Context: an optimization exercise on an open-source flow, tuned for small area. The choices shown serve that exercise and are no tape-out recipe.
In this exercise RTL edits were held to simulation tests only and were not proved equivalent to the original.
Power is estimated from default activity; no workload was simulated.

==> inputs of v38 <==
==> flow/design.v <==
`timescale 1ns/100ps
package isa_pkg;
   typedef struct packed {
      logic [3:0] op;
      logic [3:0] f_s;   
      logic [3:0] f_a;
      logic [3:0] f_b;
   } instr_t;
   localparam logic [3:0] OP_JZ    = 4'b1000;
   localparam logic [3:0] OP_JNZ   = 4'b1001;
   localparam logic [3:0] OP_LOADI = 4'b1010;
   localparam logic [3:0] OP_STOP  = 4'b1111;
endpackage
`timescale 1ns/100ps
package core_pkg;
   typedef logic [31:0] word_t;
   typedef logic [7:0]  pc_t;
endpackage
`timescale 1ns/100ps
module instr_decoder (
   input  logic [15:0] code,
   input  logic        rst_n,
   output logic [15:0] sel_a,      
   output logic [15:0] sel_b,      
   output logic [15:0] wr_sel,     
   output logic        write_en,
   output logic        imm_en,
   output logic        jz,
   output logic        jnz,
   output logic        stop
);
   logic [3:0] op;
   assign op = code[15:12];
   assign imm_en   = op == isa_pkg::OP_LOADI;
   assign write_en = (~op[3] & ~(op[2] & op[1])) | imm_en;
   assign jz       = op == isa_pkg::OP_JZ;
   assign jnz      = op == isa_pkg::OP_JNZ;
   assign stop     = op == isa_pkg::OP_STOP;
   for (genvar r = 0; r < 16; r++) begin : g_dec
      assign sel_a[r]  = code[7:4]  == 4'(r);
      assign sel_b[r]  = code[3:0]  == 4'(r);
      assign wr_sel[r] = (code[11:8] == 4'(r)) & write_en & rst_n;
   end
endmodule
`timescale 1ns/100ps
module pc_unit (
   input  logic       clk,
   input  logic       rst_n,
   input  logic       jz,
   input  logic       jnz,
   input  logic       stop,
   input  logic [7:0] target,
   input  logic [7:0] a_low,
   output logic [7:0] pc,
   output logic [7:0] next_pc,
   output logic       branch_en
);
   logic a_zero;
   assign a_zero    = a_low == 8'd0;
   assign branch_en = (jz & a_zero) | (jnz & ~a_zero);
   always_comb begin
      if (!rst_n)
         next_pc = 8'd0;
      else if (stop)
         next_pc = pc;
      else if (branch_en)
         next_pc = target;
      else
         next_pc = pc + 8'd1;
   end
   always_ff @(posedge clk)
      pc <= next_pc;
endmodule
`timescale 1ns/100ps
module reg_file (
   input  logic        clk,
   input  logic [15:0] sel_a,
   input  logic [15:0] sel_b,
   input  logic [15:0] wr_sel,
   input  logic [31:0] wdata,
   output logic [31:0] a,
   output logic [31:0] b
);
   logic [15:0][31:0] regs;
   for (genvar r = 0; r < 16; r++) begin : g_reg
      always_ff @(posedge clk)
         if (wr_sel[r])
            regs[r] <= wdata;
   end
   function automatic logic pick(input logic [15:0] t);
      logic [5:0] grp;
      logic       y;
      for (int k = 0; k < 5; k++)
         grp[k] = t[3 * k] | t[3 * k + 1] | t[3 * k + 2];
      grp[5] = t[15];
      y = (grp[0] | grp[1] | grp[2]) | (grp[3] | grp[4] | grp[5]);
      pick = y;
   endfunction
   always_comb
      for (int i = 0; i < 32; i++) begin
         logic [15:0] ta, tb;
         for (int r = 0; r < 16; r++) begin
            ta[r] = regs[r][i] & sel_a[r];
            tb[r] = regs[r][i] & sel_b[r];
         end
         a[i] = pick(ta);
         b[i] = pick(tb);
      end
endmodule
`timescale 1ns/100ps
module barrel_shifter (
   input  logic [31:0] a,
   input  logic [4:0]  shamt,
   output logic [31:0] y
);
   logic [31:0] s1, s2;
   always_comb begin
      s1 = '0;
      s2 = '0;
      for (int k = 0; k < 4; k++)
         s1 = s1 | ((a >> k) & {32{shamt[1:0] == 2'(k)}});
      for (int k = 0; k < 4; k++)
         s2 = s2 | ((s1 >> (4 * k)) & {32{shamt[3:2] == 2'(k)}});
      y = shamt[4] ? s2 >> 16 : s2;
   end
endmodule
`timescale 1ns/100ps
module exec_unit (
   input  logic [3:0]  op,
   input  logic [7:0]  imm,
   input  logic [31:0] a,
   input  logic [31:0] b,
   output logic [31:0] result
);
   logic [31:0] b_in, p, g, gc, pc, sum, sh_in, sh;
   logic        cin;
   assign cin  = op[0];
   assign b_in = b ^ {32{op[0]}};
   assign p    = a ^ b_in;
   assign g    = a & b_in;
   always_comb begin
      gc    = g;
      pc    = p;
      gc[0] = g[0] | (p[0] & cin);
      for (int d = 1; d < 32; d = d * 2)
         for (int i = 2 * d - 1; i < 32; i = i + 2 * d) begin
            gc[i] = gc[i] | (pc[i] & gc[i - d]);
            pc[i] = pc[i] & pc[i - d];
         end
      for (int d = 8; d >= 1; d = d / 2)
         for (int i = 3 * d - 1; i < 32; i = i + 2 * d) begin
            gc[i] = gc[i] | (pc[i] & gc[i - d]);
            pc[i] = pc[i] & pc[i - d];
         end
   end
   assign sum = p ^ {gc[30:0], cin};
   always_comb
      for (int i = 0; i < 32; i++)
         sh_in[i] = op[0] ? a[i] : a[31 - i];
   barrel_shifter u_shifter (.a(sh_in), .shamt(b[4:0]), .y(sh));
   logic sel_sll, sel_srl, sel_sum, sel_and, sel_xnor, sel_imm;
   assign sel_imm  = op[3];
   assign sel_sll  = ~op[3] & ~op[2] & ~op[1] & ~op[0];
   assign sel_srl  = ~op[3] & ~op[2] & ~op[1] &  op[0];
   assign sel_sum  = ~op[3] & ~op[2] &  op[1];
   assign sel_and  = ~op[3] &  op[2] & ~op[0];
   assign sel_xnor = ~op[3] &  op[2] &  op[0];
   always_comb
      for (int i = 0; i < 32; i++)
         result[i] = (sel_sum & sum[i]) |
                     (((sel_sll  & sh[31 - i]) |
                       (sel_srl  & sh[i])      |
                       (sel_and  & g[i]))      |
                      ((sel_xnor & p[i])       |
                       (sel_imm  & (i < 8 ? imm[i % 8] : 1'b0))));
endmodule
`timescale 1ns/100ps
module cpu_top (
   input  logic                 clk,
   input  logic                 rst_n,
   input  isa_pkg::instr_t      code,
   output core_pkg::pc_t        pc,
   output core_pkg::pc_t        next_pc,
   output core_pkg::word_t      result,
   output logic                 write_en,
   output logic                 imm_en,
   output logic                 branch_en
);
   logic [15:0] sel_a, sel_b, wr_sel;
   logic        jz, jnz, stop;
   logic [31:0] a, b;
   instr_decoder u_decoder (
      .code     (code),
      .rst_n    (rst_n),
      .sel_a    (sel_a),
      .sel_b    (sel_b),
      .wr_sel   (wr_sel),
      .write_en (write_en),
      .imm_en   (imm_en),
      .jz       (jz),
      .jnz      (jnz),
      .stop     (stop)
   );
   reg_file u_regs (
      .clk    (clk),
      .sel_a  (sel_a),
      .sel_b  (sel_b),
      .wr_sel (wr_sel),
      .wdata  (result),
      .a      (a),
      .b      (b)
   );
   exec_unit u_exec (
      .op     (code.op),
      .imm    ({code.f_a, code.f_b}),
      .a      (a),
      .b      (b),
      .result (result)
   );
   pc_unit u_pc (
      .clk       (clk),
      .rst_n     (rst_n),
      .jz        (jz),
      .jnz       (jnz),
      .stop      (stop),
      .target    ({code.f_s, code.f_b}),
      .a_low     (a[7:0]),
      .pc        (pc),
      .next_pc   (next_pc),
      .branch_en (branch_en)
   );
endmodule
==> flow/flow/run.sh <==
#!/bin/bash
# Standard ORFS layout with these changes: the ABC mapping script used by
# synthesis is flow/abc.script (area-oriented &nf mapping with choices),
# the port buffers are the smallest buffer cell, and after global routing
# the resizer downsizes gates off the critical paths (RECOVER_POWER), except
# the drivers of high-fanout nets (flow/pre_grt.tcl).
set -euo pipefail
W=$PWD
{
  echo "proc abc {args} {"
  echo "  set i [lsearch -exact \$args -script]"
  echo "  if {\$i >= 0} { lset args [expr {\$i + 1}] $W/flow/abc.script }"
  echo "  yosys abc {*}\$args"
  echo "}"
  cat synth_recipe.tcl
} > my_synth.tcl
bash standard.sh SYNTH_SCRIPT=$W/my_synth.tcl synth > synth.log 2>&1
bash standard.sh SYNTH_SCRIPT=$W/my_synth.tcl \
  "BUFFER_PORTS_ARGS=-buffer_cell sky130_fd_sc_hd__buf_1" \
  RECOVER_POWER=100 PRE_GLOBAL_ROUTE_TCL=$W/flow/pre_grt.tcl > layout.log 2>&1
==> flow/flow/abc.script <==
strash
&get -n
&dch -f
&nf -R 1000
&put
topo
stime -c
upsize -c
dnsize -c
==> flow/flow/pre_grt.tcl <==
# Power recovery at the end of global routing, but kept away from the
# drivers of high-fanout nets (register enables, selects, the result bus):
# shrinking those only breaks slew limits that repair then restores.
proc recover_power_helper { } {
  set kept {}
  foreach net [[ord::get_db_block] getNets] {
    if {[$net getSigType] != "SIGNAL"} continue
    set sinks 0
    set drv ""
    foreach it [$net getITerms] {
      if {[$it isOutputSignal]} {
        set drv [$it getInst]
      } elseif {[$it isInputSignal]} {
        incr sinks
      }
    }
    if {$drv != "" && $sinks >= 6} { lappend kept [$drv getName] }
  }
  puts "power recovery skips [llength $kept] high-fanout drivers"
  foreach name $kept { set_dont_touch [get_cells $name] }
  log_cmd repair_timing -verbose -recover_power 100
  foreach name $kept { unset_dont_touch [get_cells $name] }
  report_check_types -max_slew -max_capacitance -violators
}
==> flow/standard.sh <==
#!/bin/bash
# synth_recipe.tcl (not shown) runs the flow's synth.tcl, then flattens the netlist and writes it again
# the make line also repeats each setting of config.mk as NAME=value (left out here)
make -C /OpenROAD-flow-scripts/flow DESIGN_CONFIG=/design/flow/config.mk WORK_HOME=/design/flow/orfs CLKGATE_MAP_FILE= SYNTH_SCRIPT=/design/flow/synth_recipe.tcl "${@:-finish}"
==> flow/config.mk <==
export PLATFORM = sky130hd
export DESIGN_NAME = cpu_top
export DESIGN_NICKNAME = cpu_top
export VERILOG_FILES = /design/flow/design.v
export SDC_FILE = /design/flow/constraint.sdc
export NUM_CORES = 4
export LEC_CHECK = 0
export CAP_MARGIN = 20
export CORE_MARGIN = 2
export CORE_UTILIZATION = 55
export CTS_BUF_LIST = sky130_fd_sc_hd__clkbuf_16
export CTS_CLUSTER_DIAMETER = 80
export CTS_CLUSTER_SIZE = 30
export PLACE_DENSITY = 0.65
export SLEW_MARGIN = 20
==> flow/constraint.sdc <==
create_clock -name core_clock -period 12.0 [get_ports {clk}]
set_input_delay 2.4000 -clock core_clock [delete_from_list [all_inputs] [get_ports {clk}]]
set_output_delay 2.4000 -clock core_clock [all_outputs]
set_load 0.01 [all_outputs]
==> v25: changes against v38 <==
==> flow/flow/run.sh (replaced) <==
#!/bin/bash
# Standard ORFS layout with two changes: the ABC mapping script used by
# synthesis is flow/abc.script (area-oriented &nf mapping with choices),
# and the port buffers are the smallest buffer cell.
set -euo pipefail
W=$PWD
{
  echo "proc abc {args} {"
  echo "  set i [lsearch -exact \$args -script]"
  echo "  if {\$i >= 0} { lset args [expr {\$i + 1}] $W/flow/abc.script }"
  echo "  yosys abc {*}\$args"
  echo "}"
  cat synth_recipe.tcl
} > my_synth.tcl
bash standard.sh SYNTH_SCRIPT=$W/my_synth.tcl synth > synth.log 2>&1
bash standard.sh SYNTH_SCRIPT=$W/my_synth.tcl "BUFFER_PORTS_ARGS=-buffer_cell sky130_fd_sc_hd__buf_1" > layout.log 2>&1
==> flow/flow/abc.script (replaced) <==
strash
&get -n
&dch -f
&nf -R 1000
&put
topo
stime -c
buffer -c
upsize -c
dnsize -c
--- a/flow/config.mk
+++ b/flow/config.mk
@@ -9,3 +9,3 @@
 export CORE_MARGIN = 2
-export CORE_UTILIZATION = 55
+export CORE_UTILIZATION = 62
 export CTS_BUF_LIST = sky130_fd_sc_hd__clkbuf_16
@@ -13,3 +13,3 @@
 export CTS_CLUSTER_SIZE = 30
-export PLACE_DENSITY = 0.65
+export PLACE_DENSITY = 0.7
 export SLEW_MARGIN = 20
removed: flow/flow/pre_grt.tcl
==> comparison <==
Final cell count: v25 is lower than v38 (3.5%). In clock power, v38 and v25 hardly differ. In v38 the synthesized area is smaller than in v25, by 2.8%. Between v25 and v38, the lower critical path depth is in v38 (gap 2). Between v38 and v25, the lower count of clock-buffer cells in the layout is in v25 (gap 1). Of v25 and v38, v38 has the higher clock skew (gap 0.012 ns). Between v38 and v25, the lower combinational power is in v25 (gap about 1%, measured against v25). Against v38, the via count of v25 is larger by 0.60%. Between v38 and v25, the lower core utilization is in v38 (gap 5.1 points).
==> figures <==
Final hold slack: v38 0.631 ns; v25 0.627 ns
Max Fclk: v38 85.9 MHz; v25 86.3 MHz
Leakage Power: v38 8.81 nW; v25 8.77 nW
Combinational share of power: v38 21.6%; v25 21.5%
Part of the power in registers: v38 51.6%; v25 52.1%
Switching power: v38 1.25 mW; v25 1.23 mW
Reg-to-reg critical path startpoint: v38 u_regs.regs[0]$_DFFE_PP_; v25 u_regs.regs[1]$_DFFE_PP_
Mean routed wirelength per cell: v38 37.2 um; v25 37.0 um
Status: v38 no timing/DRC/antenna violations; v25 no timing/DRC/antenna violations
Top Layer Used: v38 met5; v25 met4
Skew-Pair Late Insertion Delay: v38 0.64 ns; v25 0.63 ns
Total track usage: v38 41.0%; v25 43.0%
Routing usage on met2: v38 60.1%; v25 64.1%
Number of search-and-repair iterations in the first detailed-routing pass: v38 17; v25 15
Flop2flop setup slack: v38 5.43 ns; v25 5.39 ns
Fraction of layout cells with a size suffix above 1: v38 12.2%; v25 11.8%
Number of distinct library cells after synthesis: v38 49; v25 56
Count of cell instances traversed by the critical path: v38 29; v25 31
Slew of the pin with the lowest slew margin: v38 1.11 ns; v25 1.25 ns

-- re-timing with driven ports --
How much do the figures lean on ideal ports? The routed layouts below were timed once more, with nothing changed but the port constraints. Step 1: set_driving_cell puts a clkbuf_16 on clk and a buf_2 on each other input, an assumption about the parent block. Step 2 times the ports against the registers' clock, not the clock port: input delays grow and output delays shrink by t, the midpoint of the rising clock arrivals with the driver on. Three values: no drivers, after step 1, after step 2; two values: the first two.
run	t, ns	setup slack, ns	cell pins on the clock port's net
v38	0.682	0.356 / 0.271 / 0.271	1
v25	0.673	0.406 / 0.384 / 0.384	1
After both steps setup and hold are still met in every run listed. For v38, which loses most, drivers alone change the setup slack by -0.085 ns; drivers and shift together by -0.085 ns.
